Context: an optimization exercise on an open-source flow, tuned for small area. The choices shown serve that exercise and are no tape-out recipe. The RTL was checked by simulation tests, not by an equivalence proof against the original design. No activity file was given, so power comes from the tool's default toggle rates.

==> run K: inputs <==
==> flow/design.v <==
module l1_state_array #(
  parameter int NUM_SETS     = 64,
  parameter int NUM_WAYS     = 8,
  parameter int NUM_RD_PORTS = 2,
  parameter int STATE_W      = 2,
  parameter int INV_STATE    = 0,
  localparam int SET_W       = $clog2(NUM_SETS)
) (
  input  logic                                     clk,
  input  logic                                     reset_n,
  input  logic [NUM_RD_PORTS-1:0]                  rd_en_mm1,
  input  logic [NUM_RD_PORTS*SET_W-1:0]            rd_set_mm1,
  output logic [NUM_RD_PORTS-1:0]                  rd_valid_mm2,
  output logic [NUM_RD_PORTS*NUM_WAYS*STATE_W-1:0] rd_state_mm2,
  input  logic                                     wr_en_mm3,
  input  logic [SET_W-1:0]                         wr_set_mm3,
  input  logic [NUM_WAYS-1:0]                      wr_way_mask_mm3,
  input  logic [STATE_W-1:0]                       wr_state_mm3,
  input  logic                                     flash_inv_req,
  output logic                                     ready,
  output logic                                     flash_inv_done,
  output logic                                     wr_err
);
  localparam int LINE_W = NUM_WAYS * STATE_W;
  localparam int NTRI   = NUM_SETS / 3;           
  localparam int NPART  = NTRI + 1;               
  localparam int NQUAD  = (NPART + 3) / 4;        
  logic                                r_ready;    
  logic                                r_flush;    
  logic [SET_W-1:0]                    r_cnt;
  logic                                r_done;
  logic                                r_wr_err;
  logic                                w_sweep;
  logic                                w_sweep_last;
  logic                                w_wr_acc;
  logic [NUM_SETS-1:0][LINE_W-1:0]     r_mem;
  logic [NUM_RD_PORTS-1:0]             r_rd_valid;
  logic [NUM_RD_PORTS*SET_W-1:0]       r_rd_set;
  assign w_sweep      = ~r_ready;
  assign w_sweep_last = (r_cnt == SET_W'(NUM_SETS - 1));
  assign w_wr_acc     = wr_en_mm3 & r_ready;
  always_ff @(posedge clk or negedge reset_n) begin
    if (!reset_n) begin
      r_ready  <= 1'b0;
      r_flush  <= 1'b0;
      r_cnt    <= '0;
      r_done   <= 1'b0;
      r_wr_err <= 1'b0;
    end else begin
      r_wr_err <= wr_en_mm3 & ~r_ready;
      r_done   <= w_sweep & r_flush & w_sweep_last;
      if (w_sweep) begin
        r_cnt <= r_cnt + SET_W'(1);
        if (w_sweep_last) r_ready <= 1'b1;
      end else if (flash_inv_req) begin
        r_ready <= 1'b0;
        r_flush <= 1'b1;
      end
    end
  end
  logic [7:0]                w_wr_hi, w_wr_lo;    
  logic [NUM_SETS-1:0]       w_row_n;             
  logic [NUM_WAYS-1:0]       w_way_n;             
  logic [STATE_W-1:0]        w_wdata;
  l1sa_dec3 u_wr_hi (.en(w_wr_acc), .all(w_sweep), .a(wr_set_mm3[5:3]), .y(w_wr_hi));
  l1sa_dec3 u_wr_lo (.en(1'b1),     .all(w_sweep), .a(wr_set_mm3[2:0]), .y(w_wr_lo));
  for (genvar s = 0; s < NUM_SETS; s++) begin : g_row
    l1sa_nand2 u_row (.a(w_wr_hi[s/8]), .b(w_wr_lo[s%8]), .y(w_row_n[s]));
  end
  for (genvar w = 0; w < NUM_WAYS; w++) begin : g_col
    l1sa_nor2 u_col (.a(wr_way_mask_mm3[w]), .b(w_sweep), .y(w_way_n[w]));
  end
  assign w_wdata = w_sweep ? STATE_W'(INV_STATE) : wr_state_mm3;
  for (genvar s = 0; s < NUM_SETS; s++) begin : g_set
    for (genvar w = 0; w < NUM_WAYS; w++) begin : g_way
      logic w_we;
      l1sa_nor2 u_we (.a(w_row_n[s]), .b(w_way_n[w]), .y(w_we));
      always_ff @(posedge clk) begin
        if (w_we) r_mem[s][w*STATE_W +: STATE_W] <= w_wdata;
      end
    end
  end
  always_ff @(posedge clk or negedge reset_n) begin
    if (!reset_n) r_rd_valid <= '0;
    else          r_rd_valid <= rd_en_mm1 & {NUM_RD_PORTS{r_ready}};
  end
  always_ff @(posedge clk) begin
    r_rd_set <= rd_set_mm1;
  end
  for (genvar p = 0; p < NUM_RD_PORTS; p++) begin : g_port
    logic [7:0]          w_hi_n, w_lo_n;    
    logic [NUM_SETS-1:0] w_sel;             
    l1sa_dec3n u_hi (.en(r_rd_valid[p]), .a(r_rd_set[p*SET_W+3 +: 3]), .y_n(w_hi_n));
    l1sa_dec3n u_lo (.en(1'b1),          .a(r_rd_set[p*SET_W   +: 3]), .y_n(w_lo_n));
    for (genvar s = 0; s < NUM_SETS; s++) begin : g_sel
      l1sa_nor2 u_sel (.a(w_hi_n[s/8]), .b(w_lo_n[s%8]), .y(w_sel[s]));
    end
    for (genvar b = 0; b < LINE_W; b++) begin : g_bit
      logic [NPART-1:0]     w_part_n;        
      logic [NQUAD-1:0]     w_quad;          
      for (genvar t = 0; t < NTRI; t++) begin : g_tri
        l1sa_aoi222 u_tri (
          .a1(w_sel[3*t]),   .a2(r_mem[3*t][b]),
          .b1(w_sel[3*t+1]), .b2(r_mem[3*t+1][b]),
          .c1(w_sel[3*t+2]), .c2(r_mem[3*t+2][b]),
          .y(w_part_n[t]));
      end
      l1sa_nand2 u_last (.a(w_sel[NUM_SETS-1]), .b(r_mem[NUM_SETS-1][b]), .y(w_part_n[NTRI]));
      for (genvar q = 0; q < NQUAD - 1; q++) begin : g_quad
        l1sa_nand4 u_quad (.a(w_part_n[4*q]), .b(w_part_n[4*q+1]),
                           .c(w_part_n[4*q+2]), .d(w_part_n[4*q+3]), .y(w_quad[q]));
      end
      l1sa_nand2 u_quad_last (.a(w_part_n[NPART-2]), .b(w_part_n[NPART-1]), .y(w_quad[NQUAD-1]));
      l1sa_or6 u_out (.a(w_quad), .y(rd_state_mm2[p*LINE_W + b]));
    end
  end
  assign rd_valid_mm2   = r_rd_valid;
  assign ready          = r_ready;
  assign flash_inv_done = r_done;
  assign wr_err         = r_wr_err;
endmodule
module l1sa_dec3 (
  input  logic       en,
  input  logic       all,
  input  logic [2:0] a,
  output logic [7:0] y
);
  always_comb for (int unsigned i = 0; i < 8; i++) y[i] = all | (en & (a == 3'(i)));
endmodule
module l1sa_dec3n (
  input  logic       en,
  input  logic [2:0] a,
  output logic [7:0] y_n
);
  always_comb for (int unsigned i = 0; i < 8; i++) y_n[i] = ~(en & (a == 3'(i)));
endmodule
module l1sa_aoi222 (
  input  logic a1, a2, b1, b2, c1, c2,
  output logic y
);
  assign y = ~((a1 & a2) | (b1 & b2) | (c1 & c2));
endmodule
module l1sa_or6 (
  input  logic [5:0] a,
  output logic       y
);
  assign y = |a;
endmodule
module l1sa_nand2 (
  input  logic a, b,
  output logic y
);
  assign y = ~(a & b);
endmodule
module l1sa_nand4 (
  input  logic a, b, c, d,
  output logic y
);
  assign y = ~(a & b & c & d);
endmodule
module l1sa_nor2 (
  input  logic a, b,
  output logic y
);
  assign y = ~(a | b);
endmodule
==> flow/run.sh <==
#!/bin/bash
# synth_recipe.tcl (not shown) runs the flow's synth.tcl, then flattens the netlist and writes it again
# the make line also repeats each setting of config.mk as NAME=value (left out here)
make -C /OpenROAD-flow-scripts/flow DESIGN_CONFIG=/design/flow/config.mk WORK_HOME=/design/flow/orfs CLKGATE_MAP_FILE= SYNTH_SCRIPT=/design/flow/synth_recipe.tcl finish
==> flow/config.mk <==
export PLATFORM = sky130hd
export DESIGN_NAME = l1_state_array
export DESIGN_NICKNAME = l1_state_array
export VERILOG_FILES = /design/flow/design.v
export SDC_FILE = /design/flow/constraint.sdc
export NUM_CORES = 4
export LEC_CHECK = 0
export CAP_MARGIN = 20
export CORE_MARGIN = 2
export CORE_UTILIZATION = 40
export SLEW_MARGIN = 20
export SYNTH_HIERARCHICAL = 1
export SYNTH_MINIMUM_KEEP_SIZE = 0
==> flow/constraint.sdc <==
create_clock -name core_clock -period 7.0 [get_ports {clk}]
set_input_delay 1.4000 -clock core_clock [delete_from_list [all_inputs] [get_ports {clk}]]
set_output_delay 1.4000 -clock core_clock [all_outputs]
set_load 0.01 [all_outputs]
==> run F: changes against run K <==
--- a/flow/design.v
+++ b/flow/design.v
@@ -64,5 +64,5 @@
   logic [STATE_W-1:0]        w_wdata;
   l1sa_dec3 u_wr_hi (.en(w_wr_acc), .all(w_sweep), .a(wr_set_mm3[5:3]), .y(w_wr_hi));
-  l1sa_dec3 u_wr_lo (.en(1'b1),     .all(w_sweep), .a(wr_set_mm3[2:0]), .y(w_wr_lo));
+  l1sa_dec3a u_wr_lo (.all(w_sweep), .a(wr_set_mm3[2:0]), .y(w_wr_lo));
   for (genvar s = 0; s < NUM_SETS; s++) begin : g_row
     l1sa_nand2 u_row (.a(w_wr_hi[s/8]), .b(w_wr_lo[s%8]), .y(w_row_n[s]));
@@ -89,10 +89,12 @@
   end
   for (genvar p = 0; p < NUM_RD_PORTS; p++) begin : g_port
-    logic [7:0]          w_hi_n, w_lo_n;    
+    logic [7:0]          w_hi, w_lo;        
     logic [NUM_SETS-1:0] w_sel;             
-    l1sa_dec3n u_hi (.en(r_rd_valid[p]), .a(r_rd_set[p*SET_W+3 +: 3]), .y_n(w_hi_n));
-    l1sa_dec3n u_lo (.en(1'b1),          .a(r_rd_set[p*SET_W   +: 3]), .y_n(w_lo_n));
+    logic                w_valid_n;
+    l1sa_inv u_valid_n (.a(r_rd_valid[p]), .y(w_valid_n));
+    l1sa_dec3h u_hi (.a(r_rd_set[p*SET_W+3 +: 3]), .y(w_hi));
+    l1sa_dec3h u_lo (.a(r_rd_set[p*SET_W +: 3]), .y(w_lo));
     for (genvar s = 0; s < NUM_SETS; s++) begin : g_sel
-      l1sa_nor2 u_sel (.a(w_hi_n[s/8]), .b(w_lo_n[s%8]), .y(w_sel[s]));
+      l1sa_and2 u_sel (.a(w_hi[s/8]), .b(w_lo[s%8]), .y(w_sel[s]));
     end
     for (genvar b = 0; b < LINE_W; b++) begin : g_bit
@@ -112,5 +114,5 @@
       end
       l1sa_nand2 u_quad_last (.a(w_part_n[NPART-2]), .b(w_part_n[NPART-1]), .y(w_quad[NQUAD-1]));
-      l1sa_or6 u_out (.a(w_quad), .y(rd_state_mm2[p*LINE_W + b]));
+      l1sa_or6 u_out (.a(w_quad), .en_n(w_valid_n), .y(rd_state_mm2[p*LINE_W + b]));
     end
   end
@@ -128,10 +130,16 @@
   always_comb for (int unsigned i = 0; i < 8; i++) y[i] = all | (en & (a == 3'(i)));
 endmodule
-module l1sa_dec3n (
-  input  logic       en,
+module l1sa_dec3a (
+  input  logic       all,
   input  logic [2:0] a,
-  output logic [7:0] y_n
+  output logic [7:0] y
 );
-  always_comb for (int unsigned i = 0; i < 8; i++) y_n[i] = ~(en & (a == 3'(i)));
+  always_comb for (int unsigned i = 0; i < 8; i++) y[i] = all | (a == 3'(i));
+endmodule
+module l1sa_dec3h (
+  input  logic [2:0] a,
+  output logic [7:0] y
+);
+  always_comb for (int unsigned i = 0; i < 8; i++) y[i] = (a == 3'(i));
 endmodule
 module l1sa_aoi222 (
@@ -143,7 +151,30 @@
 module l1sa_or6 (
   input  logic [5:0] a,
+  input  logic       en_n,
   output logic       y
 );
-  assign y = |a;
+  logic [2:0] w_n;
+  l1sa_nor2  u_n0 (.a(a[0]), .b(a[1]), .y(w_n[0]));
+  l1sa_nor2  u_n1 (.a(a[2]), .b(a[3]), .y(w_n[1]));
+  l1sa_nor2  u_n2 (.a(a[4]), .b(a[5]), .y(w_n[2]));
+  l1sa_aoi31 u_y  (.a1(w_n[0]), .a2(w_n[1]), .a3(w_n[2]), .b1(en_n), .y(y));
+endmodule
+module l1sa_aoi31 (
+  input  logic a1, a2, a3, b1,
+  output logic y
+);
+  assign y = ~((a1 & a2 & a3) | b1);
+endmodule
+module l1sa_inv (
+  input  logic a,
+  output logic y
+);
+  assign y = ~a;
+endmodule
+module l1sa_and2 (
+  input  logic a, b,
+  output logic y
+);
+  assign y = a & b;
 endmodule
 module l1sa_nand2 (
==> flow/flow/run.sh (new file) <==
#!/bin/bash
# The standard layout (standard.sh), with two changes:
#  - port buffers use the smallest buffer cell instead of the default;
#  - clock tree synthesis uses larger sink clusters and no dummy loads.
set -euo pipefail
export BUFFER_PORTS_ARGS="-buffer_cell sky130_fd_sc_hd__buf_1"
export CTS_ARGS="-sink_clustering_enable -repair_clock_nets -sink_clustering_size 25 -sink_clustering_max_diameter 120 -dont_use_dummy_load"
bash standard.sh > standard.log 2>&1
==> flow/standard.sh (new file) <==
#!/bin/bash
# synth_recipe.tcl (not shown) runs the flow's synth.tcl, then flattens the netlist and writes it again
# the make line also repeats each setting of config.mk as NAME=value (left out here)
make -C /OpenROAD-flow-scripts/flow DESIGN_CONFIG=/design/flow/config.mk WORK_HOME=/design/flow/orfs CLKGATE_MAP_FILE= SYNTH_SCRIPT=/design/flow/synth_recipe.tcl "${@:-finish}"
removed: flow/run.sh
==> run C: changes against run K <==
--- a/flow/design.v
+++ b/flow/design.v
@@ -64,5 +64,5 @@
   logic [STATE_W-1:0]        w_wdata;
   l1sa_dec3 u_wr_hi (.en(w_wr_acc), .all(w_sweep), .a(wr_set_mm3[5:3]), .y(w_wr_hi));
-  l1sa_dec3 u_wr_lo (.en(1'b1),     .all(w_sweep), .a(wr_set_mm3[2:0]), .y(w_wr_lo));
+  l1sa_dec3a u_wr_lo (.all(w_sweep), .a(wr_set_mm3[2:0]), .y(w_wr_lo));
   for (genvar s = 0; s < NUM_SETS; s++) begin : g_row
     l1sa_nand2 u_row (.a(w_wr_hi[s/8]), .b(w_wr_lo[s%8]), .y(w_row_n[s]));
@@ -89,10 +89,12 @@
   end
   for (genvar p = 0; p < NUM_RD_PORTS; p++) begin : g_port
-    logic [7:0]          w_hi_n, w_lo_n;    
+    logic [7:0]          w_hi, w_lo;        
     logic [NUM_SETS-1:0] w_sel;             
-    l1sa_dec3n u_hi (.en(r_rd_valid[p]), .a(r_rd_set[p*SET_W+3 +: 3]), .y_n(w_hi_n));
-    l1sa_dec3n u_lo (.en(1'b1),          .a(r_rd_set[p*SET_W   +: 3]), .y_n(w_lo_n));
+    logic                w_valid_n;
+    l1sa_inv u_valid_n (.a(r_rd_valid[p]), .y(w_valid_n));
+    l1sa_dec3h u_hi (.a(r_rd_set[p*SET_W+3 +: 3]), .y(w_hi));
+    l1sa_dec3h u_lo (.a(r_rd_set[p*SET_W +: 3]), .y(w_lo));
     for (genvar s = 0; s < NUM_SETS; s++) begin : g_sel
-      l1sa_nor2 u_sel (.a(w_hi_n[s/8]), .b(w_lo_n[s%8]), .y(w_sel[s]));
+      l1sa_and2 u_sel (.a(w_hi[s/8]), .b(w_lo[s%8]), .y(w_sel[s]));
     end
     for (genvar b = 0; b < LINE_W; b++) begin : g_bit
@@ -112,5 +114,5 @@
       end
       l1sa_nand2 u_quad_last (.a(w_part_n[NPART-2]), .b(w_part_n[NPART-1]), .y(w_quad[NQUAD-1]));
-      l1sa_or6 u_out (.a(w_quad), .y(rd_state_mm2[p*LINE_W + b]));
+      l1sa_or6 u_out (.a(w_quad), .en_n(w_valid_n), .y(rd_state_mm2[p*LINE_W + b]));
     end
   end
@@ -128,10 +130,16 @@
   always_comb for (int unsigned i = 0; i < 8; i++) y[i] = all | (en & (a == 3'(i)));
 endmodule
-module l1sa_dec3n (
-  input  logic       en,
+module l1sa_dec3a (
+  input  logic       all,
   input  logic [2:0] a,
-  output logic [7:0] y_n
+  output logic [7:0] y
 );
-  always_comb for (int unsigned i = 0; i < 8; i++) y_n[i] = ~(en & (a == 3'(i)));
+  always_comb for (int unsigned i = 0; i < 8; i++) y[i] = all | (a == 3'(i));
+endmodule
+module l1sa_dec3h (
+  input  logic [2:0] a,
+  output logic [7:0] y
+);
+  always_comb for (int unsigned i = 0; i < 8; i++) y[i] = (a == 3'(i));
 endmodule
 module l1sa_aoi222 (
@@ -143,7 +151,30 @@
 module l1sa_or6 (
   input  logic [5:0] a,
+  input  logic       en_n,
   output logic       y
 );
-  assign y = |a;
+  logic [2:0] w_n;
+  l1sa_nor2  u_n0 (.a(a[0]), .b(a[1]), .y(w_n[0]));
+  l1sa_nor2  u_n1 (.a(a[2]), .b(a[3]), .y(w_n[1]));
+  l1sa_nor2  u_n2 (.a(a[4]), .b(a[5]), .y(w_n[2]));
+  l1sa_aoi31 u_y  (.a1(w_n[0]), .a2(w_n[1]), .a3(w_n[2]), .b1(en_n), .y(y));
+endmodule
+module l1sa_aoi31 (
+  input  logic a1, a2, a3, b1,
+  output logic y
+);
+  assign y = ~((a1 & a2 & a3) | b1);
+endmodule
+module l1sa_inv (
+  input  logic a,
+  output logic y
+);
+  assign y = ~a;
+endmodule
+module l1sa_and2 (
+  input  logic a, b,
+  output logic y
+);
+  assign y = a & b;
 endmodule
 module l1sa_nand2 (
CTS_CLUSTER_DIAMETER = 120   (was default)
CTS_CLUSTER_SIZE = 25   (was default)
==> summary of the runs <==
- Worst hold slack, lowest first: run K, run C, run F.
- Clock skew: run F > run C > run K.
- Of run F and run K, run F has the higher die area (gap 0.87%, measured against run K).
- Synthesized cell count: run F is higher than run K (about 1.2%).
- Global-route usage, highest first: run C, run K, run F.
- Sequential cell count is the same in run F and run K.
- In sequential power, run F and run K hardly differ.
- Run C completed with no timing, DRC or antenna violations. Run F produced a clean layout. Run K passed the timing, DRC and antenna checks.
- First-iteration DRC count, lowest first: run K, run F, run C.

==> static timing again, ports no longer ideal <==
In the flow no input, the clock included, has a driving cell. The finished layouts below were timed again as built, in two steps.
Step 1 assumes that a clkbuf_16 drives the clock port and a buf_2 every other input.
Step 2 moves the port delays by t, midway between the first and last clock arrival at a register: inputs arrive t later, outputs are due t later. That takes back most of the time a late clock gives input paths.
a / b / c = ideal / step 1 / step 2; a / b = the first two.
| run | shift t [ns] | setup WS [ns] | worst setup path at the end |
|---|---|---|---|
| run K | 0.786 | 0.249 / 0.176 / 0.962 | register to output |
| run F | 0.711 | 1.398 / 1.336 / 2.047 | register to output |
| run C | 0.754 | 0.710 / 0.632 / 1.386 | register to output |
After both steps every run listed still meets setup and hold.
